What follows belongs to an exercise in optimizing a design on an open flow for small area and a short achievable clock period; a production flow would make more cautious choices.
The RTL was checked by simulation tests, not by an equivalence proof against the original design.
Power figures rest on the tool's default switching activity, not on a simulated workload.

<file path="config.mk">
export PLATFORM = sky130hd
export DESIGN_NAME = gshare_predictor
export DESIGN_NICKNAME = gshare_predictor
export VERILOG_FILES = /design/flow/design.v
export SDC_FILE = /design/flow/constraint.sdc
export NUM_CORES = 4
export LEC_CHECK = 0
export CAP_MARGIN = 20
export CORE_MARGIN = 2
export CORE_UTILIZATION = 70
export CTS_BUF_LIST = sky130_fd_sc_hd__clkbuf_16
export CTS_CLUSTER_DIAMETER = 80
export CTS_CLUSTER_SIZE = 24
export PLACE_DENSITY = 0.74
export SETUP_SLACK_MARGIN = 3.0
export SLEW_MARGIN = 20
</file>
<file path="constraint.sdc">
create_clock -name core_clock -period 7.5 [get_ports {clk}]
set_input_delay 1.5000 -clock core_clock [delete_from_list [all_inputs] [get_ports {clk}]]
set_output_delay 1.5000 -clock core_clock [all_outputs]
set_load 0.01 [all_outputs]
</file>
<file path="design.v">
package bp_pkg;
    localparam int unsigned HIST_W_DEF = 8;
    localparam int unsigned CNT_W_DEF  = 2;
    localparam int unsigned PC_W_DEF   = 32;
    localparam int unsigned MODE_GLOBAL = 0;
    localparam int unsigned MODE_GSHARE = 1;
    localparam logic [CNT_W_DEF-1:0] WEAK_NT = 2'b01;
    function automatic integer weak_nt(input integer cnt_w);
        weak_nt = (1 << (cnt_w - 1)) - 1;
    endfunction
endpackage
module sat_counter (
    input  logic clk,
    input  logic rst_n,
    input  logic en,
    input  logic inc,
    output logic dir,
    output logic sat
);
    always_ff @(posedge clk or negedge rst_n) begin
        if (!rst_n) begin
            dir    <= 1'b0;
            sat <= 1'b0;
        end else if (en) begin
            if (!sat) dir <= inc;
            sat <= (dir == inc);
        end
    end
endmodule
module gshare_predictor #(
    parameter int unsigned HIST_W = bp_pkg::HIST_W_DEF,
    parameter int unsigned PC_W   = bp_pkg::PC_W_DEF
) (
    input  logic              clk,
    input  logic              rst_n,
    input  logic              Pred_Valid,
    input  logic [PC_W-1:0]   Pred_PC,
    output logic              Pred_Taken,
    output logic [HIST_W-1:0] Pred_Index,
    input  logic              Upd_Valid,
    input  logic [HIST_W-1:0] Upd_Index,
    input  logic              Upd_Taken,
    input  logic              Upd_Mispredict,
    output logic [15:0]       Mispred_Count
);
    localparam int unsigned DEPTH = 2 ** HIST_W;
    logic [HIST_W-1:0] spec_hist;
    logic [HIST_W-1:0] arch_hist;
    logic [DEPTH-1:0]  dir;
    logic [DEPTH-1:0]  sat;
    logic              flush;
    pht_read u_read (
        .pc    (Pred_PC[HIST_W+1:2]),
        .h     (spec_hist),
        .dir   (dir),
        .idx   (Pred_Index),
        .taken (Pred_Taken)
    );
    for (genvar i = 0; i < DEPTH; i++) begin : g_pht
        sat_counter u_cnt (
            .clk    (clk),
            .rst_n  (rst_n),
            .en     (Upd_Valid && (Upd_Index == HIST_W'(i))),
            .inc    (Upd_Taken),
            .dir    (dir[i]),
            .sat (sat[i])
        );
    end
    assign flush = Upd_Valid && Upd_Mispredict;
    always_ff @(posedge clk or negedge rst_n) begin
        if (!rst_n) begin
            spec_hist <= '0;
            arch_hist <= '0;
        end else begin
            if (Upd_Valid) begin
                arch_hist <= {arch_hist[HIST_W-2:0], Upd_Taken};
            end
            if (flush) begin
                spec_hist <= {arch_hist[HIST_W-2:0], Upd_Taken};
            end else if (Pred_Valid) begin
                spec_hist <= {spec_hist[HIST_W-2:0], Pred_Taken};
            end
        end
    end
    always_ff @(posedge clk or negedge rst_n) begin
        if (!rst_n) begin
            Mispred_Count <= '0;
        end else if (flush && (Mispred_Count != 16'hFFFF)) begin
            Mispred_Count <= Mispred_Count + 16'd1;
        end
    end
endmodule
module pht_read (
    input  logic [7:0]   pc,
    input  logic [7:0]   h,
    input  logic [255:0] dir,
    output logic [7:0]   idx,
    output logic         taken
);
    assign idx   = pc ^ h;
    assign taken = dir[idx];
endmodule
</file>
<file path="flow/run.sh">
#!/bin/bash
# Layout with a hand-mapped PHT read path:
#  1. the standard synthesis, with module pht_read left as a black box;
#  2. the black box filled with flow/pht_read.v (sky130 cells, generated by
#     gen/gen_read.py) and the netlist flattened as the standard synthesis does;
#  3. the standard layout of that netlist, with buf_2 port buffers
#     and no CTS dummy loads.
set -euo pipefail
W=$PWD
LIB=$FLOW_HOME/platforms/$FLOW_PLATFORM/lib/sky130_fd_sc_hd__tt_025C_1v80.lib
YOSYS=$FLOW_HOME/../tools/install/yosys/bin/yosys
[[ -x $YOSYS ]] || YOSYS=$(command -v yosys)

SYNTH_BLACKBOXES=pht_read bash standard.sh "$W/orfs/results/$FLOW_PLATFORM/gshare_predictor/base/1_2_yosys.v" > synth.log 2>&1
cp orfs/results/$FLOW_PLATFORM/gshare_predictor/base/1_2_yosys.v synth_bb.v

cat > link.ys <<EOT
read_liberty -lib $LIB
read_verilog $W/synth_bb.v
read_verilog $W/flow/pht_read.v
hierarchy -check -top $FLOW_TOP
flatten
opt_clean -purge
check -assert
stat
write_verilog -noattr -nohex -nodec $W/linked.v
EOT
$YOSYS -s link.ys > link.log 2>&1

rm -rf orfs
export BUFFER_PORTS_ARGS="-buffer_cell sky130_fd_sc_hd__buf_2"
export CTS_ARGS="-sink_clustering_enable -repair_clock_nets -sink_clustering_size 24 -sink_clustering_max_diameter 80 -buf_list sky130_fd_sc_hd__clkbuf_16 -dont_use_dummy_load"
SYNTH_NETLIST_FILES=$W/linked.v bash standard.sh > standard.log 2>&1
</file>
<file path="flow/pht_read.v">
// Generated by gen/gen_read.py: the PHT read path of gshare_predictor mapped
// by hand to sky130_fd_sc_hd cells (same function as rtl pht_read).
module pht_read (
  input  [7:0]   pc,
  input  [7:0]   h,
  input  [255:0] dir,
  output [7:0]   idx,
  output         taken
);
  wire [7:0] x;
  wire [7:0] xn;
  wire [15:0] lo;
  wire [15:0] lo2;
  wire [15:0] hi;
  wire [127:0] t;
  wire [31:0] u;
  wire [15:0] w;
  wire [3:0] v;
  wire [1:0] y;
  sky130_fd_sc_hd__xor2_2 r1 (.A(pc[0]), .B(h[0]), .X(x[0]));
  sky130_fd_sc_hd__xnor2_2 r2 (.A(pc[0]), .B(h[0]), .Y(xn[0]));
  assign idx[0] = x[0];
  sky130_fd_sc_hd__xor2_2 r3 (.A(pc[1]), .B(h[1]), .X(x[1]));
  sky130_fd_sc_hd__xnor2_2 r4 (.A(pc[1]), .B(h[1]), .Y(xn[1]));
  assign idx[1] = x[1];
  sky130_fd_sc_hd__xor2_2 r5 (.A(pc[2]), .B(h[2]), .X(x[2]));
  sky130_fd_sc_hd__xnor2_2 r6 (.A(pc[2]), .B(h[2]), .Y(xn[2]));
  assign idx[2] = x[2];
  sky130_fd_sc_hd__xor2_2 r7 (.A(pc[3]), .B(h[3]), .X(x[3]));
  sky130_fd_sc_hd__xnor2_2 r8 (.A(pc[3]), .B(h[3]), .Y(xn[3]));
  assign idx[3] = x[3];
  sky130_fd_sc_hd__xor2_2 r9 (.A(pc[4]), .B(h[4]), .X(x[4]));
  sky130_fd_sc_hd__xnor2_2 r10 (.A(pc[4]), .B(h[4]), .Y(xn[4]));
  assign idx[4] = x[4];
  sky130_fd_sc_hd__xor2_2 r11 (.A(pc[5]), .B(h[5]), .X(x[5]));
  sky130_fd_sc_hd__xnor2_2 r12 (.A(pc[5]), .B(h[5]), .Y(xn[5]));
  assign idx[5] = x[5];
  sky130_fd_sc_hd__xor2_2 r13 (.A(pc[6]), .B(h[6]), .X(x[6]));
  sky130_fd_sc_hd__xnor2_2 r14 (.A(pc[6]), .B(h[6]), .Y(xn[6]));
  assign idx[6] = x[6];
  sky130_fd_sc_hd__xor2_2 r15 (.A(pc[7]), .B(h[7]), .X(x[7]));
  sky130_fd_sc_hd__xnor2_2 r16 (.A(pc[7]), .B(h[7]), .Y(xn[7]));
  assign idx[7] = x[7];
  sky130_fd_sc_hd__and4_2 r17 (.A(xn[0]), .B(xn[1]), .C(xn[2]), .D(xn[3]), .X(lo[0]));
  sky130_fd_sc_hd__and4_2 r18 (.A(xn[0]), .B(xn[1]), .C(xn[2]), .D(xn[3]), .X(lo2[0]));
  sky130_fd_sc_hd__and4_1 r19 (.A(xn[4]), .B(xn[5]), .C(xn[6]), .D(xn[7]), .X(hi[0]));
  sky130_fd_sc_hd__and4_2 r20 (.A(x[0]), .B(xn[1]), .C(xn[2]), .D(xn[3]), .X(lo[1]));
  sky130_fd_sc_hd__and4_2 r21 (.A(x[0]), .B(xn[1]), .C(xn[2]), .D(xn[3]), .X(lo2[1]));
  sky130_fd_sc_hd__and4_1 r22 (.A(x[4]), .B(xn[5]), .C(xn[6]), .D(xn[7]), .X(hi[1]));
  sky130_fd_sc_hd__and4_2 r23 (.A(xn[0]), .B(x[1]), .C(xn[2]), .D(xn[3]), .X(lo[2]));
  sky130_fd_sc_hd__and4_2 r24 (.A(xn[0]), .B(x[1]), .C(xn[2]), .D(xn[3]), .X(lo2[2]));
  sky130_fd_sc_hd__and4_1 r25 (.A(xn[4]), .B(x[5]), .C(xn[6]), .D(xn[7]), .X(hi[2]));
  sky130_fd_sc_hd__and4_2 r26 (.A(x[0]), .B(x[1]), .C(xn[2]), .D(xn[3]), .X(lo[3]));
  sky130_fd_sc_hd__and4_2 r27 (.A(x[0]), .B(x[1]), .C(xn[2]), .D(xn[3]), .X(lo2[3]));
  sky130_fd_sc_hd__and4_1 r28 (.A(x[4]), .B(x[5]), .C(xn[6]), .D(xn[7]), .X(hi[3]));
  sky130_fd_sc_hd__and4_2 r29 (.A(xn[0]), .B(xn[1]), .C(x[2]), .D(xn[3]), .X(lo[4]));
  sky130_fd_sc_hd__and4_2 r30 (.A(xn[0]), .B(xn[1]), .C(x[2]), .D(xn[3]), .X(lo2[4]));
  sky130_fd_sc_hd__and4_1 r31 (.A(xn[4]), .B(xn[5]), .C(x[6]), .D(xn[7]), .X(hi[4]));
  sky130_fd_sc_hd__and4_2 r32 (.A(x[0]), .B(xn[1]), .C(x[2]), .D(xn[3]), .X(lo[5]));
  sky130_fd_sc_hd__and4_2 r33 (.A(x[0]), .B(xn[1]), .C(x[2]), .D(xn[3]), .X(lo2[5]));
  sky130_fd_sc_hd__and4_1 r34 (.A(x[4]), .B(xn[5]), .C(x[6]), .D(xn[7]), .X(hi[5]));
  sky130_fd_sc_hd__and4_2 r35 (.A(xn[0]), .B(x[1]), .C(x[2]), .D(xn[3]), .X(lo[6]));
  sky130_fd_sc_hd__and4_2 r36 (.A(xn[0]), .B(x[1]), .C(x[2]), .D(xn[3]), .X(lo2[6]));
  sky130_fd_sc_hd__and4_1 r37 (.A(xn[4]), .B(x[5]), .C(x[6]), .D(xn[7]), .X(hi[6]));
  sky130_fd_sc_hd__and4_2 r38 (.A(x[0]), .B(x[1]), .C(x[2]), .D(xn[3]), .X(lo[7]));
  sky130_fd_sc_hd__and4_2 r39 (.A(x[0]), .B(x[1]), .C(x[2]), .D(xn[3]), .X(lo2[7]));
  sky130_fd_sc_hd__and4_1 r40 (.A(x[4]), .B(x[5]), .C(x[6]), .D(xn[7]), .X(hi[7]));
  sky130_fd_sc_hd__and4_2 r41 (.A(xn[0]), .B(xn[1]), .C(xn[2]), .D(x[3]), .X(lo[8]));
  sky130_fd_sc_hd__and4_2 r42 (.A(xn[0]), .B(xn[1]), .C(xn[2]), .D(x[3]), .X(lo2[8]));
  sky130_fd_sc_hd__and4_1 r43 (.A(xn[4]), .B(xn[5]), .C(xn[6]), .D(x[7]), .X(hi[8]));
  sky130_fd_sc_hd__and4_2 r44 (.A(x[0]), .B(xn[1]), .C(xn[2]), .D(x[3]), .X(lo[9]));
  sky130_fd_sc_hd__and4_2 r45 (.A(x[0]), .B(xn[1]), .C(xn[2]), .D(x[3]), .X(lo2[9]));
  sky130_fd_sc_hd__and4_1 r46 (.A(x[4]), .B(xn[5]), .C(xn[6]), .D(x[7]), .X(hi[9]));
  sky130_fd_sc_hd__and4_2 r47 (.A(xn[0]), .B(x[1]), .C(xn[2]), .D(x[3]), .X(lo[10]));
  sky130_fd_sc_hd__and4_2 r48 (.A(xn[0]), .B(x[1]), .C(xn[2]), .D(x[3]), .X(lo2[10]));
  sky130_fd_sc_hd__and4_1 r49 (.A(xn[4]), .B(x[5]), .C(xn[6]), .D(x[7]), .X(hi[10]));
  sky130_fd_sc_hd__and4_2 r50 (.A(x[0]), .B(x[1]), .C(xn[2]), .D(x[3]), .X(lo[11]));
  sky130_fd_sc_hd__and4_2 r51 (.A(x[0]), .B(x[1]), .C(xn[2]), .D(x[3]), .X(lo2[11]));
  sky130_fd_sc_hd__and4_1 r52 (.A(x[4]), .B(x[5]), .C(xn[6]), .D(x[7]), .X(hi[11]));
  sky130_fd_sc_hd__and4_2 r53 (.A(xn[0]), .B(xn[1]), .C(x[2]), .D(x[3]), .X(lo[12]));
  sky130_fd_sc_hd__and4_2 r54 (.A(xn[0]), .B(xn[1]), .C(x[2]), .D(x[3]), .X(lo2[12]));
  sky130_fd_sc_hd__and4_1 r55 (.A(xn[4]), .B(xn[5]), .C(x[6]), .D(x[7]), .X(hi[12]));
  sky130_fd_sc_hd__and4_2 r56 (.A(x[0]), .B(xn[1]), .C(x[2]), .D(x[3]), .X(lo[13]));
  sky130_fd_sc_hd__and4_2 r57 (.A(x[0]), .B(xn[1]), .C(x[2]), .D(x[3]), .X(lo2[13]));
  sky130_fd_sc_hd__and4_1 r58 (.A(x[4]), .B(xn[5]), .C(x[6]), .D(x[7]), .X(hi[13]));
  sky130_fd_sc_hd__and4_2 r59 (.A(xn[0]), .B(x[1]), .C(x[2]), .D(x[3]), .X(lo[14]));
  sky130_fd_sc_hd__and4_2 r60 (.A(xn[0]), .B(x[1]), .C(x[2]), .D(x[3]), .X(lo2[14]));
  sky130_fd_sc_hd__and4_1 r61 (.A(xn[4]), .B(x[5]), .C(x[6]), .D(x[7]), .X(hi[14]));
  sky130_fd_sc_hd__and4_2 r62 (.A(x[0]), .B(x[1]), .C(x[2]), .D(x[3]), .X(lo[15]));
  sky130_fd_sc_hd__and4_2 r63 (.A(x[0]), .B(x[1]), .C(x[2]), .D(x[3]), .X(lo2[15]));
  sky130_fd_sc_hd__and4_1 r64 (.A(x[4]), .B(x[5]), .C(x[6]), .D(x[7]), .X(hi[15]));
  sky130_fd_sc_hd__a22oi_1 r65 (.A1(dir[0]), .A2(lo[0]), .B1(dir[1]), .B2(lo[1]), .Y(t[0]));
  sky130_fd_sc_hd__a22oi_1 r66 (.A1(dir[2]), .A2(lo[2]), .B1(dir[3]), .B2(lo[3]), .Y(t[1]));
  sky130_fd_sc_hd__a22oi_1 r67 (.A1(dir[4]), .A2(lo[4]), .B1(dir[5]), .B2(lo[5]), .Y(t[2]));
  sky130_fd_sc_hd__a22oi_1 r68 (.A1(dir[6]), .A2(lo[6]), .B1(dir[7]), .B2(lo[7]), .Y(t[3]));
  sky130_fd_sc_hd__a22oi_1 r69 (.A1(dir[8]), .A2(lo[8]), .B1(dir[9]), .B2(lo[9]), .Y(t[4]));
  sky130_fd_sc_hd__a22oi_1 r70 (.A1(dir[10]), .A2(lo[10]), .B1(dir[11]), .B2(lo[11]), .Y(t[5]));
  sky130_fd_sc_hd__a22oi_1 r71 (.A1(dir[12]), .A2(lo[12]), .B1(dir[13]), .B2(lo[13]), .Y(t[6]));
  sky130_fd_sc_hd__a22oi_1 r72 (.A1(dir[14]), .A2(lo[14]), .B1(dir[15]), .B2(lo[15]), .Y(t[7]));
  sky130_fd_sc_hd__nand4_1 r73 (.A(t[0]), .B(t[1]), .C(t[2]), .D(t[3]), .Y(u[0]));
  sky130_fd_sc_hd__nand4_1 r74 (.A(t[4]), .B(t[5]), .C(t[6]), .D(t[7]), .Y(u[1]));
  sky130_fd_sc_hd__o21ai_1 r75 (.A1(u[0]), .A2(u[1]), .B1(hi[0]), .Y(w[0]));
  sky130_fd_sc_hd__a22oi_1 r76 (.A1(dir[16]), .A2(lo[0]), .B1(dir[17]), .B2(lo[1]), .Y(t[8]));
  sky130_fd_sc_hd__a22oi_1 r77 (.A1(dir[18]), .A2(lo[2]), .B1(dir[19]), .B2(lo[3]), .Y(t[9]));
  sky130_fd_sc_hd__a22oi_1 r78 (.A1(dir[20]), .A2(lo[4]), .B1(dir[21]), .B2(lo[5]), .Y(t[10]));
  sky130_fd_sc_hd__a22oi_1 r79 (.A1(dir[22]), .A2(lo[6]), .B1(dir[23]), .B2(lo[7]), .Y(t[11]));
  sky130_fd_sc_hd__a22oi_1 r80 (.A1(dir[24]), .A2(lo[8]), .B1(dir[25]), .B2(lo[9]), .Y(t[12]));
  sky130_fd_sc_hd__a22oi_1 r81 (.A1(dir[26]), .A2(lo[10]), .B1(dir[27]), .B2(lo[11]), .Y(t[13]));
  sky130_fd_sc_hd__a22oi_1 r82 (.A1(dir[28]), .A2(lo[12]), .B1(dir[29]), .B2(lo[13]), .Y(t[14]));
  sky130_fd_sc_hd__a22oi_1 r83 (.A1(dir[30]), .A2(lo[14]), .B1(dir[31]), .B2(lo[15]), .Y(t[15]));
  sky130_fd_sc_hd__nand4_1 r84 (.A(t[8]), .B(t[9]), .C(t[10]), .D(t[11]), .Y(u[2]));
  sky130_fd_sc_hd__nand4_1 r85 (.A(t[12]), .B(t[13]), .C(t[14]), .D(t[15]), .Y(u[3]));
  sky130_fd_sc_hd__o21ai_1 r86 (.A1(u[2]), .A2(u[3]), .B1(hi[1]), .Y(w[1]));
  sky130_fd_sc_hd__a22oi_1 r87 (.A1(dir[32]), .A2(lo[0]), .B1(dir[33]), .B2(lo[1]), .Y(t[16]));
  sky130_fd_sc_hd__a22oi_1 r88 (.A1(dir[34]), .A2(lo[2]), .B1(dir[35]), .B2(lo[3]), .Y(t[17]));
  sky130_fd_sc_hd__a22oi_1 r89 (.A1(dir[36]), .A2(lo[4]), .B1(dir[37]), .B2(lo[5]), .Y(t[18]));
  sky130_fd_sc_hd__a22oi_1 r90 (.A1(dir[38]), .A2(lo[6]), .B1(dir[39]), .B2(lo[7]), .Y(t[19]));
  sky130_fd_sc_hd__a22oi_1 r91 (.A1(dir[40]), .A2(lo[8]), .B1(dir[41]), .B2(lo[9]), .Y(t[20]));
  sky130_fd_sc_hd__a22oi_1 r92 (.A1(dir[42]), .A2(lo[10]), .B1(dir[43]), .B2(lo[11]), .Y(t[21]));
  sky130_fd_sc_hd__a22oi_1 r93 (.A1(dir[44]), .A2(lo[12]), .B1(dir[45]), .B2(lo[13]), .Y(t[22]));
  sky130_fd_sc_hd__a22oi_1 r94 (.A1(dir[46]), .A2(lo[14]), .B1(dir[47]), .B2(lo[15]), .Y(t[23]));
  sky130_fd_sc_hd__nand4_1 r95 (.A(t[16]), .B(t[17]), .C(t[18]), .D(t[19]), .Y(u[4]));
  sky130_fd_sc_hd__nand4_1 r96 (.A(t[20]), .B(t[21]), .C(t[22]), .D(t[23]), .Y(u[5]));
  sky130_fd_sc_hd__o21ai_1 r97 (.A1(u[4]), .A2(u[5]), .B1(hi[2]), .Y(w[2]));
  sky130_fd_sc_hd__a22oi_1 r98 (.A1(dir[48]), .A2(lo[0]), .B1(dir[49]), .B2(lo[1]), .Y(t[24]));
  sky130_fd_sc_hd__a22oi_1 r99 (.A1(dir[50]), .A2(lo[2]), .B1(dir[51]), .B2(lo[3]), .Y(t[25]));
  sky130_fd_sc_hd__a22oi_1 r100 (.A1(dir[52]), .A2(lo[4]), .B1(dir[53]), .B2(lo[5]), .Y(t[26]));
  sky130_fd_sc_hd__a22oi_1 r101 (.A1(dir[54]), .A2(lo[6]), .B1(dir[55]), .B2(lo[7]), .Y(t[27]));
  sky130_fd_sc_hd__a22oi_1 r102 (.A1(dir[56]), .A2(lo[8]), .B1(dir[57]), .B2(lo[9]), .Y(t[28]));
  sky130_fd_sc_hd__a22oi_1 r103 (.A1(dir[58]), .A2(lo[10]), .B1(dir[59]), .B2(lo[11]), .Y(t[29]));
  sky130_fd_sc_hd__a22oi_1 r104 (.A1(dir[60]), .A2(lo[12]), .B1(dir[61]), .B2(lo[13]), .Y(t[30]));
  sky130_fd_sc_hd__a22oi_1 r105 (.A1(dir[62]), .A2(lo[14]), .B1(dir[63]), .B2(lo[15]), .Y(t[31]));
  sky130_fd_sc_hd__nand4_1 r106 (.A(t[24]), .B(t[25]), .C(t[26]), .D(t[27]), .Y(u[6]));
  sky130_fd_sc_hd__nand4_1 r107 (.A(t[28]), .B(t[29]), .C(t[30]), .D(t[31]), .Y(u[7]));
  sky130_fd_sc_hd__o21ai_1 r108 (.A1(u[6]), .A2(u[7]), .B1(hi[3]), .Y(w[3]));
  sky130_fd_sc_hd__a22oi_1 r109 (.A1(dir[64]), .A2(lo[0]), .B1(dir[65]), .B2(lo[1]), .Y(t[32]));
  sky130_fd_sc_hd__a22oi_1 r110 (.A1(dir[66]), .A2(lo[2]), .B1(dir[67]), .B2(lo[3]), .Y(t[33]));
  sky130_fd_sc_hd__a22oi_1 r111 (.A1(dir[68]), .A2(lo[4]), .B1(dir[69]), .B2(lo[5]), .Y(t[34]));
  sky130_fd_sc_hd__a22oi_1 r112 (.A1(dir[70]), .A2(lo[6]), .B1(dir[71]), .B2(lo[7]), .Y(t[35]));
  sky130_fd_sc_hd__a22oi_1 r113 (.A1(dir[72]), .A2(lo[8]), .B1(dir[73]), .B2(lo[9]), .Y(t[36]));
  sky130_fd_sc_hd__a22oi_1 r114 (.A1(dir[74]), .A2(lo[10]), .B1(dir[75]), .B2(lo[11]), .Y(t[37]));
  sky130_fd_sc_hd__a22oi_1 r115 (.A1(dir[76]), .A2(lo[12]), .B1(dir[77]), .B2(lo[13]), .Y(t[38]));
  sky130_fd_sc_hd__a22oi_1 r116 (.A1(dir[78]), .A2(lo[14]), .B1(dir[79]), .B2(lo[15]), .Y(t[39]));
  sky130_fd_sc_hd__nand4_1 r117 (.A(t[32]), .B(t[33]), .C(t[34]), .D(t[35]), .Y(u[8]));
  sky130_fd_sc_hd__nand4_1 r118 (.A(t[36]), .B(t[37]), .C(t[38]), .D(t[39]), .Y(u[9]));
  sky130_fd_sc_hd__o21ai_1 r119 (.A1(u[8]), .A2(u[9]), .B1(hi[4]), .Y(w[4]));
  sky130_fd_sc_hd__a22oi_1 r120 (.A1(dir[80]), .A2(lo[0]), .B1(dir[81]), .B2(lo[1]), .Y(t[40]));
  sky130_fd_sc_hd__a22oi_1 r121 (.A1(dir[82]), .A2(lo[2]), .B1(dir[83]), .B2(lo[3]), .Y(t[41]));
  sky130_fd_sc_hd__a22oi_1 r122 (.A1(dir[84]), .A2(lo[4]), .B1(dir[85]), .B2(lo[5]), .Y(t[42]));
  sky130_fd_sc_hd__a22oi_1 r123 (.A1(dir[86]), .A2(lo[6]), .B1(dir[87]), .B2(lo[7]), .Y(t[43]));
  sky130_fd_sc_hd__a22oi_1 r124 (.A1(dir[88]), .A2(lo[8]), .B1(dir[89]), .B2(lo[9]), .Y(t[44]));
  sky130_fd_sc_hd__a22oi_1 r125 (.A1(dir[90]), .A2(lo[10]), .B1(dir[91]), .B2(lo[11]), .Y(t[45]));
  sky130_fd_sc_hd__a22oi_1 r126 (.A1(dir[92]), .A2(lo[12]), .B1(dir[93]), .B2(lo[13]), .Y(t[46]));
  sky130_fd_sc_hd__a22oi_1 r127 (.A1(dir[94]), .A2(lo[14]), .B1(dir[95]), .B2(lo[15]), .Y(t[47]));
  sky130_fd_sc_hd__nand4_1 r128 (.A(t[40]), .B(t[41]), .C(t[42]), .D(t[43]), .Y(u[10]));
  sky130_fd_sc_hd__nand4_1 r129 (.A(t[44]), .B(t[45]), .C(t[46]), .D(t[47]), .Y(u[11]));
  sky130_fd_sc_hd__o21ai_1 r130 (.A1(u[10]), .A2(u[11]), .B1(hi[5]), .Y(w[5]));
  sky130_fd_sc_hd__a22oi_1 r131 (.A1(dir[96]), .A2(lo[0]), .B1(dir[97]), .B2(lo[1]), .Y(t[48]));
  sky130_fd_sc_hd__a22oi_1 r132 (.A1(dir[98]), .A2(lo[2]), .B1(dir[99]), .B2(lo[3]), .Y(t[49]));
  sky130_fd_sc_hd__a22oi_1 r133 (.A1(dir[100]), .A2(lo[4]), .B1(dir[101]), .B2(lo[5]), .Y(t[50]));
  sky130_fd_sc_hd__a22oi_1 r134 (.A1(dir[102]), .A2(lo[6]), .B1(dir[103]), .B2(lo[7]), .Y(t[51]));
  sky130_fd_sc_hd__a22oi_1 r135 (.A1(dir[104]), .A2(lo[8]), .B1(dir[105]), .B2(lo[9]), .Y(t[52]));
  sky130_fd_sc_hd__a22oi_1 r136 (.A1(dir[106]), .A2(lo[10]), .B1(dir[107]), .B2(lo[11]), .Y(t[53]));
  sky130_fd_sc_hd__a22oi_1 r137 (.A1(dir[108]), .A2(lo[12]), .B1(dir[109]), .B2(lo[13]), .Y(t[54]));
  sky130_fd_sc_hd__a22oi_1 r138 (.A1(dir[110]), .A2(lo[14]), .B1(dir[111]), .B2(lo[15]), .Y(t[55]));
  sky130_fd_sc_hd__nand4_1 r139 (.A(t[48]), .B(t[49]), .C(t[50]), .D(t[51]), .Y(u[12]));
  sky130_fd_sc_hd__nand4_1 r140 (.A(t[52]), .B(t[53]), .C(t[54]), .D(t[55]), .Y(u[13]));
  sky130_fd_sc_hd__o21ai_1 r141 (.A1(u[12]), .A2(u[13]), .B1(hi[6]), .Y(w[6]));
  sky130_fd_sc_hd__a22oi_1 r142 (.A1(dir[112]), .A2(lo[0]), .B1(dir[113]), .B2(lo[1]), .Y(t[56]));
  sky130_fd_sc_hd__a22oi_1 r143 (.A1(dir[114]), .A2(lo[2]), .B1(dir[115]), .B2(lo[3]), .Y(t[57]));
  sky130_fd_sc_hd__a22oi_1 r144 (.A1(dir[116]), .A2(lo[4]), .B1(dir[117]), .B2(lo[5]), .Y(t[58]));
  sky130_fd_sc_hd__a22oi_1 r145 (.A1(dir[118]), .A2(lo[6]), .B1(dir[119]), .B2(lo[7]), .Y(t[59]));
  sky130_fd_sc_hd__a22oi_1 r146 (.A1(dir[120]), .A2(lo[8]), .B1(dir[121]), .B2(lo[9]), .Y(t[60]));
  sky130_fd_sc_hd__a22oi_1 r147 (.A1(dir[122]), .A2(lo[10]), .B1(dir[123]), .B2(lo[11]), .Y(t[61]));
  sky130_fd_sc_hd__a22oi_1 r148 (.A1(dir[124]), .A2(lo[12]), .B1(dir[125]), .B2(lo[13]), .Y(t[62]));
  sky130_fd_sc_hd__a22oi_1 r149 (.A1(dir[126]), .A2(lo[14]), .B1(dir[127]), .B2(lo[15]), .Y(t[63]));
  sky130_fd_sc_hd__nand4_1 r150 (.A(t[56]), .B(t[57]), .C(t[58]), .D(t[59]), .Y(u[14]));
  sky130_fd_sc_hd__nand4_1 r151 (.A(t[60]), .B(t[61]), .C(t[62]), .D(t[63]), .Y(u[15]));
  sky130_fd_sc_hd__o21ai_1 r152 (.A1(u[14]), .A2(u[15]), .B1(hi[7]), .Y(w[7]));
  sky130_fd_sc_hd__a22oi_1 r153 (.A1(dir[128]), .A2(lo2[0]), .B1(dir[129]), .B2(lo2[1]), .Y(t[64]));
  sky130_fd_sc_hd__a22oi_1 r154 (.A1(dir[130]), .A2(lo2[2]), .B1(dir[131]), .B2(lo2[3]), .Y(t[65]));
  sky130_fd_sc_hd__a22oi_1 r155 (.A1(dir[132]), .A2(lo2[4]), .B1(dir[133]), .B2(lo2[5]), .Y(t[66]));
  sky130_fd_sc_hd__a22oi_1 r156 (.A1(dir[134]), .A2(lo2[6]), .B1(dir[135]), .B2(lo2[7]), .Y(t[67]));
  sky130_fd_sc_hd__a22oi_1 r157 (.A1(dir[136]), .A2(lo2[8]), .B1(dir[137]), .B2(lo2[9]), .Y(t[68]));
  sky130_fd_sc_hd__a22oi_1 r158 (.A1(dir[138]), .A2(lo2[10]), .B1(dir[139]), .B2(lo2[11]), .Y(t[69]));
  sky130_fd_sc_hd__a22oi_1 r159 (.A1(dir[140]), .A2(lo2[12]), .B1(dir[141]), .B2(lo2[13]), .Y(t[70]));
  sky130_fd_sc_hd__a22oi_1 r160 (.A1(dir[142]), .A2(lo2[14]), .B1(dir[143]), .B2(lo2[15]), .Y(t[71]));
  sky130_fd_sc_hd__nand4_1 r161 (.A(t[64]), .B(t[65]), .C(t[66]), .D(t[67]), .Y(u[16]));
  sky130_fd_sc_hd__nand4_1 r162 (.A(t[68]), .B(t[69]), .C(t[70]), .D(t[71]), .Y(u[17]));
  sky130_fd_sc_hd__o21ai_1 r163 (.A1(u[16]), .A2(u[17]), .B1(hi[8]), .Y(w[8]));
  sky130_fd_sc_hd__a22oi_1 r164 (.A1(dir[144]), .A2(lo2[0]), .B1(dir[145]), .B2(lo2[1]), .Y(t[72]));
  sky130_fd_sc_hd__a22oi_1 r165 (.A1(dir[146]), .A2(lo2[2]), .B1(dir[147]), .B2(lo2[3]), .Y(t[73]));
  sky130_fd_sc_hd__a22oi_1 r166 (.A1(dir[148]), .A2(lo2[4]), .B1(dir[149]), .B2(lo2[5]), .Y(t[74]));
  sky130_fd_sc_hd__a22oi_1 r167 (.A1(dir[150]), .A2(lo2[6]), .B1(dir[151]), .B2(lo2[7]), .Y(t[75]));
  sky130_fd_sc_hd__a22oi_1 r168 (.A1(dir[152]), .A2(lo2[8]), .B1(dir[153]), .B2(lo2[9]), .Y(t[76]));
  sky130_fd_sc_hd__a22oi_1 r169 (.A1(dir[154]), .A2(lo2[10]), .B1(dir[155]), .B2(lo2[11]), .Y(t[77]));
  sky130_fd_sc_hd__a22oi_1 r170 (.A1(dir[156]), .A2(lo2[12]), .B1(dir[157]), .B2(lo2[13]), .Y(t[78]));
  sky130_fd_sc_hd__a22oi_1 r171 (.A1(dir[158]), .A2(lo2[14]), .B1(dir[159]), .B2(lo2[15]), .Y(t[79]));
  sky130_fd_sc_hd__nand4_1 r172 (.A(t[72]), .B(t[73]), .C(t[74]), .D(t[75]), .Y(u[18]));
  sky130_fd_sc_hd__nand4_1 r173 (.A(t[76]), .B(t[77]), .C(t[78]), .D(t[79]), .Y(u[19]));
  sky130_fd_sc_hd__o21ai_1 r174 (.A1(u[18]), .A2(u[19]), .B1(hi[9]), .Y(w[9]));
  sky130_fd_sc_hd__a22oi_1 r175 (.A1(dir[160]), .A2(lo2[0]), .B1(dir[161]), .B2(lo2[1]), .Y(t[80]));
  sky130_fd_sc_hd__a22oi_1 r176 (.A1(dir[162]), .A2(lo2[2]), .B1(dir[163]), .B2(lo2[3]), .Y(t[81]));
  sky130_fd_sc_hd__a22oi_1 r177 (.A1(dir[164]), .A2(lo2[4]), .B1(dir[165]), .B2(lo2[5]), .Y(t[82]));
  sky130_fd_sc_hd__a22oi_1 r178 (.A1(dir[166]), .A2(lo2[6]), .B1(dir[167]), .B2(lo2[7]), .Y(t[83]));
  sky130_fd_sc_hd__a22oi_1 r179 (.A1(dir[168]), .A2(lo2[8]), .B1(dir[169]), .B2(lo2[9]), .Y(t[84]));
  sky130_fd_sc_hd__a22oi_1 r180 (.A1(dir[170]), .A2(lo2[10]), .B1(dir[171]), .B2(lo2[11]), .Y(t[85]));
  sky130_fd_sc_hd__a22oi_1 r181 (.A1(dir[172]), .A2(lo2[12]), .B1(dir[173]), .B2(lo2[13]), .Y(t[86]));
  sky130_fd_sc_hd__a22oi_1 r182 (.A1(dir[174]), .A2(lo2[14]), .B1(dir[175]), .B2(lo2[15]), .Y(t[87]));
  sky130_fd_sc_hd__nand4_1 r183 (.A(t[80]), .B(t[81]), .C(t[82]), .D(t[83]), .Y(u[20]));
  sky130_fd_sc_hd__nand4_1 r184 (.A(t[84]), .B(t[85]), .C(t[86]), .D(t[87]), .Y(u[21]));
  sky130_fd_sc_hd__o21ai_1 r185 (.A1(u[20]), .A2(u[21]), .B1(hi[10]), .Y(w[10]));
  sky130_fd_sc_hd__a22oi_1 r186 (.A1(dir[176]), .A2(lo2[0]), .B1(dir[177]), .B2(lo2[1]), .Y(t[88]));
  sky130_fd_sc_hd__a22oi_1 r187 (.A1(dir[178]), .A2(lo2[2]), .B1(dir[179]), .B2(lo2[3]), .Y(t[89]));
  sky130_fd_sc_hd__a22oi_1 r188 (.A1(dir[180]), .A2(lo2[4]), .B1(dir[181]), .B2(lo2[5]), .Y(t[90]));
  sky130_fd_sc_hd__a22oi_1 r189 (.A1(dir[182]), .A2(lo2[6]), .B1(dir[183]), .B2(lo2[7]), .Y(t[91]));
  sky130_fd_sc_hd__a22oi_1 r190 (.A1(dir[184]), .A2(lo2[8]), .B1(dir[185]), .B2(lo2[9]), .Y(t[92]));
  sky130_fd_sc_hd__a22oi_1 r191 (.A1(dir[186]), .A2(lo2[10]), .B1(dir[187]), .B2(lo2[11]), .Y(t[93]));
  sky130_fd_sc_hd__a22oi_1 r192 (.A1(dir[188]), .A2(lo2[12]), .B1(dir[189]), .B2(lo2[13]), .Y(t[94]));
  sky130_fd_sc_hd__a22oi_1 r193 (.A1(dir[190]), .A2(lo2[14]), .B1(dir[191]), .B2(lo2[15]), .Y(t[95]));
  sky130_fd_sc_hd__nand4_1 r194 (.A(t[88]), .B(t[89]), .C(t[90]), .D(t[91]), .Y(u[22]));
  sky130_fd_sc_hd__nand4_1 r195 (.A(t[92]), .B(t[93]), .C(t[94]), .D(t[95]), .Y(u[23]));
  sky130_fd_sc_hd__o21ai_1 r196 (.A1(u[22]), .A2(u[23]), .B1(hi[11]), .Y(w[11]));
  sky130_fd_sc_hd__a22oi_1 r197 (.A1(dir[192]), .A2(lo2[0]), .B1(dir[193]), .B2(lo2[1]), .Y(t[96]));
  sky130_fd_sc_hd__a22oi_1 r198 (.A1(dir[194]), .A2(lo2[2]), .B1(dir[195]), .B2(lo2[3]), .Y(t[97]));
  sky130_fd_sc_hd__a22oi_1 r199 (.A1(dir[196]), .A2(lo2[4]), .B1(dir[197]), .B2(lo2[5]), .Y(t[98]));
  sky130_fd_sc_hd__a22oi_1 r200 (.A1(dir[198]), .A2(lo2[6]), .B1(dir[199]), .B2(lo2[7]), .Y(t[99]));
  sky130_fd_sc_hd__a22oi_1 r201 (.A1(dir[200]), .A2(lo2[8]), .B1(dir[201]), .B2(lo2[9]), .Y(t[100]));
  sky130_fd_sc_hd__a22oi_1 r202 (.A1(dir[202]), .A2(lo2[10]), .B1(dir[203]), .B2(lo2[11]), .Y(t[101]));
  sky130_fd_sc_hd__a22oi_1 r203 (.A1(dir[204]), .A2(lo2[12]), .B1(dir[205]), .B2(lo2[13]), .Y(t[102]));
  sky130_fd_sc_hd__a22oi_1 r204 (.A1(dir[206]), .A2(lo2[14]), .B1(dir[207]), .B2(lo2[15]), .Y(t[103]));
  sky130_fd_sc_hd__nand4_1 r205 (.A(t[96]), .B(t[97]), .C(t[98]), .D(t[99]), .Y(u[24]));
  sky130_fd_sc_hd__nand4_1 r206 (.A(t[100]), .B(t[101]), .C(t[102]), .D(t[103]), .Y(u[25]));
  sky130_fd_sc_hd__o21ai_1 r207 (.A1(u[24]), .A2(u[25]), .B1(hi[12]), .Y(w[12]));
  sky130_fd_sc_hd__a22oi_1 r208 (.A1(dir[208]), .A2(lo2[0]), .B1(dir[209]), .B2(lo2[1]), .Y(t[104]));
  sky130_fd_sc_hd__a22oi_1 r209 (.A1(dir[210]), .A2(lo2[2]), .B1(dir[211]), .B2(lo2[3]), .Y(t[105]));
  sky130_fd_sc_hd__a22oi_1 r210 (.A1(dir[212]), .A2(lo2[4]), .B1(dir[213]), .B2(lo2[5]), .Y(t[106]));
  sky130_fd_sc_hd__a22oi_1 r211 (.A1(dir[214]), .A2(lo2[6]), .B1(dir[215]), .B2(lo2[7]), .Y(t[107]));
  sky130_fd_sc_hd__a22oi_1 r212 (.A1(dir[216]), .A2(lo2[8]), .B1(dir[217]), .B2(lo2[9]), .Y(t[108]));
  sky130_fd_sc_hd__a22oi_1 r213 (.A1(dir[218]), .A2(lo2[10]), .B1(dir[219]), .B2(lo2[11]), .Y(t[109]));
  sky130_fd_sc_hd__a22oi_1 r214 (.A1(dir[220]), .A2(lo2[12]), .B1(dir[221]), .B2(lo2[13]), .Y(t[110]));
  sky130_fd_sc_hd__a22oi_1 r215 (.A1(dir[222]), .A2(lo2[14]), .B1(dir[223]), .B2(lo2[15]), .Y(t[111]));
  sky130_fd_sc_hd__nand4_1 r216 (.A(t[104]), .B(t[105]), .C(t[106]), .D(t[107]), .Y(u[26]));
  sky130_fd_sc_hd__nand4_1 r217 (.A(t[108]), .B(t[109]), .C(t[110]), .D(t[111]), .Y(u[27]));
  sky130_fd_sc_hd__o21ai_1 r218 (.A1(u[26]), .A2(u[27]), .B1(hi[13]), .Y(w[13]));
  sky130_fd_sc_hd__a22oi_1 r219 (.A1(dir[224]), .A2(lo2[0]), .B1(dir[225]), .B2(lo2[1]), .Y(t[112]));
  sky130_fd_sc_hd__a22oi_1 r220 (.A1(dir[226]), .A2(lo2[2]), .B1(dir[227]), .B2(lo2[3]), .Y(t[113]));
  sky130_fd_sc_hd__a22oi_1 r221 (.A1(dir[228]), .A2(lo2[4]), .B1(dir[229]), .B2(lo2[5]), .Y(t[114]));
  sky130_fd_sc_hd__a22oi_1 r222 (.A1(dir[230]), .A2(lo2[6]), .B1(dir[231]), .B2(lo2[7]), .Y(t[115]));
  sky130_fd_sc_hd__a22oi_1 r223 (.A1(dir[232]), .A2(lo2[8]), .B1(dir[233]), .B2(lo2[9]), .Y(t[116]));
  sky130_fd_sc_hd__a22oi_1 r224 (.A1(dir[234]), .A2(lo2[10]), .B1(dir[235]), .B2(lo2[11]), .Y(t[117]));
  sky130_fd_sc_hd__a22oi_1 r225 (.A1(dir[236]), .A2(lo2[12]), .B1(dir[237]), .B2(lo2[13]), .Y(t[118]));
  sky130_fd_sc_hd__a22oi_1 r226 (.A1(dir[238]), .A2(lo2[14]), .B1(dir[239]), .B2(lo2[15]), .Y(t[119]));
  sky130_fd_sc_hd__nand4_1 r227 (.A(t[112]), .B(t[113]), .C(t[114]), .D(t[115]), .Y(u[28]));
  sky130_fd_sc_hd__nand4_1 r228 (.A(t[116]), .B(t[117]), .C(t[118]), .D(t[119]), .Y(u[29]));
  sky130_fd_sc_hd__o21ai_1 r229 (.A1(u[28]), .A2(u[29]), .B1(hi[14]), .Y(w[14]));
  sky130_fd_sc_hd__a22oi_1 r230 (.A1(dir[240]), .A2(lo2[0]), .B1(dir[241]), .B2(lo2[1]), .Y(t[120]));
  sky130_fd_sc_hd__a22oi_1 r231 (.A1(dir[242]), .A2(lo2[2]), .B1(dir[243]), .B2(lo2[3]), .Y(t[121]));
  sky130_fd_sc_hd__a22oi_1 r232 (.A1(dir[244]), .A2(lo2[4]), .B1(dir[245]), .B2(lo2[5]), .Y(t[122]));
  sky130_fd_sc_hd__a22oi_1 r233 (.A1(dir[246]), .A2(lo2[6]), .B1(dir[247]), .B2(lo2[7]), .Y(t[123]));
  sky130_fd_sc_hd__a22oi_1 r234 (.A1(dir[248]), .A2(lo2[8]), .B1(dir[249]), .B2(lo2[9]), .Y(t[124]));
  sky130_fd_sc_hd__a22oi_1 r235 (.A1(dir[250]), .A2(lo2[10]), .B1(dir[251]), .B2(lo2[11]), .Y(t[125]));
  sky130_fd_sc_hd__a22oi_1 r236 (.A1(dir[252]), .A2(lo2[12]), .B1(dir[253]), .B2(lo2[13]), .Y(t[126]));
  sky130_fd_sc_hd__a22oi_1 r237 (.A1(dir[254]), .A2(lo2[14]), .B1(dir[255]), .B2(lo2[15]), .Y(t[127]));
  sky130_fd_sc_hd__nand4_1 r238 (.A(t[120]), .B(t[121]), .C(t[122]), .D(t[123]), .Y(u[30]));
  sky130_fd_sc_hd__nand4_1 r239 (.A(t[124]), .B(t[125]), .C(t[126]), .D(t[127]), .Y(u[31]));
  sky130_fd_sc_hd__o21ai_1 r240 (.A1(u[30]), .A2(u[31]), .B1(hi[15]), .Y(w[15]));
  sky130_fd_sc_hd__nand4_2 r241 (.A(w[0]), .B(w[1]), .C(w[2]), .D(w[3]), .Y(v[0]));
  sky130_fd_sc_hd__nand4_2 r242 (.A(w[4]), .B(w[5]), .C(w[6]), .D(w[7]), .Y(v[1]));
  sky130_fd_sc_hd__nand4_2 r243 (.A(w[8]), .B(w[9]), .C(w[10]), .D(w[11]), .Y(v[2]));
  sky130_fd_sc_hd__nand4_2 r244 (.A(w[12]), .B(w[13]), .C(w[14]), .D(w[15]), .Y(v[3]));
  sky130_fd_sc_hd__nor2_2 r245 (.A(v[0]), .B(v[1]), .Y(y[0]));
  sky130_fd_sc_hd__nor2_2 r246 (.A(v[2]), .B(v[3]), .Y(y[1]));
  sky130_fd_sc_hd__nand2_2 r247 (.A(y[0]), .B(y[1]), .Y(taken));
endmodule
</file>
<file path="standard.sh">
#!/bin/bash
# synth_recipe.tcl (not shown) runs the flow's synth.tcl, then flattens the netlist and writes it again
# the make line also repeats each setting of config.mk as NAME=value (left out here)
make -C /OpenROAD-flow-scripts/flow DESIGN_CONFIG=/design/flow/config.mk WORK_HOME=/design/flow/orfs CLKGATE_MAP_FILE= SYNTH_SCRIPT=/design/flow/synth_recipe.tcl "${@:-finish}"
</file>
==> flow_metrics.py <==
metrics = {
    "timing": {
        "setup_viol": 0,
        "setup_tns_ps": 0,
        "fin_crit_ps": 5010,
        "hold_viol": 0,
        "finalClockSkew_ps": 30.3,
        "period_share": 0.668,
        "max_freq_ghz": 0.200,
        "slew_headroom": 0.274,
        "final_max_slew_viol_count": 0,
        "rsz0062_at_grt": "true",
        "tightest_slew_ps": 1090,
    },
    "synthesis": {
        "yosys_warnings": 0,
        "synth_fp_nets": 2487,
        "syn_inst": 2440,
        "synth_area_um2": 27200,
        "syn_area_per_cell_um2": 11.1,
    },
    "floorplan": {
        "dieArea_um2": 40400,
        "die_h_um": 201,
        "start_util": 0.707,
        "dieWidth_um": 201,
        "coreArea_um2": 38500,
        "rows": 72,
        "top_level_ports": 71,
    },
    "setup_path": {
        "required_ps": 6000,
        "cp.arrival_ps": 3510,
        "crit_type": "input pin to primary output",
        "start_kind": "input pin",
        "path_max_fanout": 8,
        "slowest_stage": "and4_4",
        "crit_family": "simple AND/OR/NAND/NOR gates",
        "path_cells": "buf_8 > xnor2_4 > and4_4 > a22oi_1 > nand4_1 > o21ai_2 > nand4_2 > nor2_4 > nand2_4 > buf_6",
        "path_buf_inv": 2,
        "endpoint_kind": "primary output",
        "critPathMaxStageDelay_ps": 330,
    },
    "routing": {
        "routed_via_density": 6.80,
        "first_pass_iters": 8,
        "num_vias": 19500,
        "ant_nets": 0,
        "drc": 0,
        "first_iter_violations": 2052,
        "routed_wirelength_mm": 66.2,
        "wl_per_cell_um": 23.1,
    },
    "cts": {
        "cts_hold_buffers": 0,
        "cts_sinks": 543,
        "cts_tree": "done",
        "cts.clk_slew.worst_paths_ps": 90,
        "cts-htree-levels": 1,
        "ctsLongestPathBuffers": 3,
        "numCtsBuffers": 29,
        "clk_latency_ps": 610,
        "root_buffer": "clkbuf_16",
    },
    "placed_design": {
        "gp_congestion": 0.878,
        "hpwl_mm": 40.1,
        "io_buffers": 46,
        "placed_cell_area_um2": 27500,
    },
    "final_layout": {
        "area_growth_syn_to_layout_pct": 6.85,
        "layout-drive-gt1-share": 0.217,
        "final_area_um2": 29000,
        "antenna_cells": 0,
        "nets": 2403,
    },
    "pwr": {
        "p_int_mw": 4.12,
        "pwr-share-comb": 0.157,
        "leakage_nw": 12.7,
        "powerDensity_nw_per_um2": 200,
        "p_sw_mw": 1.68,
        "vdd_ir_drop_max_uv": 250,
        "clkPwrFrac": 0.278,
        "seqPwrFrac": 0.565,
        "switching_share": 0.290,
    },
    "global_routing": {
        "grt_usage": 0.329,
        "grt_pass1_wl_mm": 106,
        "antenna_found_initial": 0,
        "grt_overflow": 0,
        "grt_start_max_net_pins": 172,
        "grt_pass1_vias": 19100,
    },
    "status": {
        "status": "no timing/DRC/antenna violations",
    },
    "hold_path": {
        "worst_hold_path_type": "flip-flop to flip-flop",
    },
    "flow_run": {
        "drv_cap": 0,
    },
}
## worst min-delay path, cell delays in order, from the launching register on
cell and delay, ps:
dfrtp_1 360, nand2_1 60, o21ai_0 80
## power groups by stage
| stage | combinational (mW) | clock (mW) | sequential (mW) |
|---|---|---|---|
| 2_1_floorplan | 0.486 | 0 | 3.27 |
| 3_3_place_gp | 0.731 | 0 | 3.29 |
| 3_5_place_dp | 0.769 | 0 | 3.30 |
| 4_1_cts | 0.886 | 1.64 | 3.27 |
| 5_1_grt | 0.976 | 1.75 | 3.30 |
| 6_report | 0.910 | 1.61 | 3.28 |
## cells in the final DEF (no fill, tap or decap), types with 6 or more instances in the layout
master / n
a22oi_2: 27
a22oi_1: 101
nand4_1: 41
and4_4: 32
dfrtp_1: 541
clkbuf_16: 29
mux2_2: 267
and4_1: 18
xor2_1: 264
mux2i_1: 8
xnor2_1: 7
buf_4: 32
buf_12: 8
nor2_1: 11
xor2_2: 6
nand3_2: 6
o21ai_1: 10
nand3_1: 18
buf_2: 39
xor2_4: 8
nand2_1: 34
o21ai_0: 257
nor2b_1: 8
xnor2_4: 7
o21ai_2: 6
o31ai_1: 249
nor3_1: 251
nor3_2: 8
## registers in the layout, indices dropped and copies added (netlist names)
signal           count
g_pht.u_cnt.sat    256
arch_hist            7
Mispred_Count       16
spec_hist            8
g_pht.u_cnt.dir    256
## metal layers
layer	wire, um	global-route usage	up-vias
met5	0	0	-
met4	1670	0.0799	0
met3	4520	0.0458	112
met2	31200	0.527	627
met1	28800	0.481	9926
li1	-	-	8864
## path summary, 6_finish.rpt
check | endpoint | startpoint | slack (ps) | cells past startpoint
setup reg to reg | spec_hist[0] | spec_hist[3] | 4420 | 10
min in group asynchronous | g_pht[219].u_cnt.dir | rst_n | 770 | 1
hold / removal | spec_hist[7] | arch_hist[6] | 500 | 2
max in group asynchronous | spec_hist[2] | rst_n | 4950 | 3
setup / recovery | Pred_Taken | Pred_PC[4] | 2490 | 10
hold reg to reg | spec_hist[7] | arch_hist[6] | 500 | 2
## area by class of cell
class,instances,area (um2)
Clock buffer,29,726
Fill cell,2578,9430
Inverter,1,3.75
Multi-Input combinational cell,1690,13200
Sequential cell,543,13600
Tap cell,518,648
Timing Repair Buffer,91,823
## through the flow
| stage | hold slack (ps) | power [mW] | utilization | std cells | setup slack, ps |
|---|---|---|---|---|---|
| after detailed placement | 487 | 4.07 | 0.714 | 2818 | 2160 |
| after floorplan | 446 | 3.76 | - | 2440 | 3210 |
| final | 503 | 5.80 | 0.755 | 2872 | 2490 |
| after global routing | 535 | 6.02 | 0.755 | 2872 | 2460 |
| after global placement | 461 | 4.02 | 0.714 | 2818 | 2210 |
| after CTS | 478 | 5.80 | 0.751 | 2866 | 2580 |
## what timing repair did
action	in CTS	in global routing
cloned	11	0
pin swaps	57	9
buffers inserted	8	0
resized for setup	93	7
setup endpoints to repair	1	1

## what the ideal ports hide
In the flow no input, the clock included, has a driving cell. The finished layout below was timed again as built, in two steps. Step 1 sets driving cells, clkbuf_16 on the clock port and buf_2 on the other inputs (assumed; they add their load-dependent delay and slew). Step 2 also shifts input and output timing later by t, the mid clock arrival at the registers, as if the neighbouring blocks saw the same clock. Slacks: ideal / step 1 / step 2; pairs: ideal / step 1.
t (ns): 0.647
setup slack, ns: 2.494 / 2.452 / 2.452
worst register clock-pin slew, ns: 0.10 / 0.10
cell pins on the clock port's net: 1
After both steps setup and hold are still met in this run. The setup slack of this run moves by -0.042 ns with the drivers and by -0.042 ns with both steps.
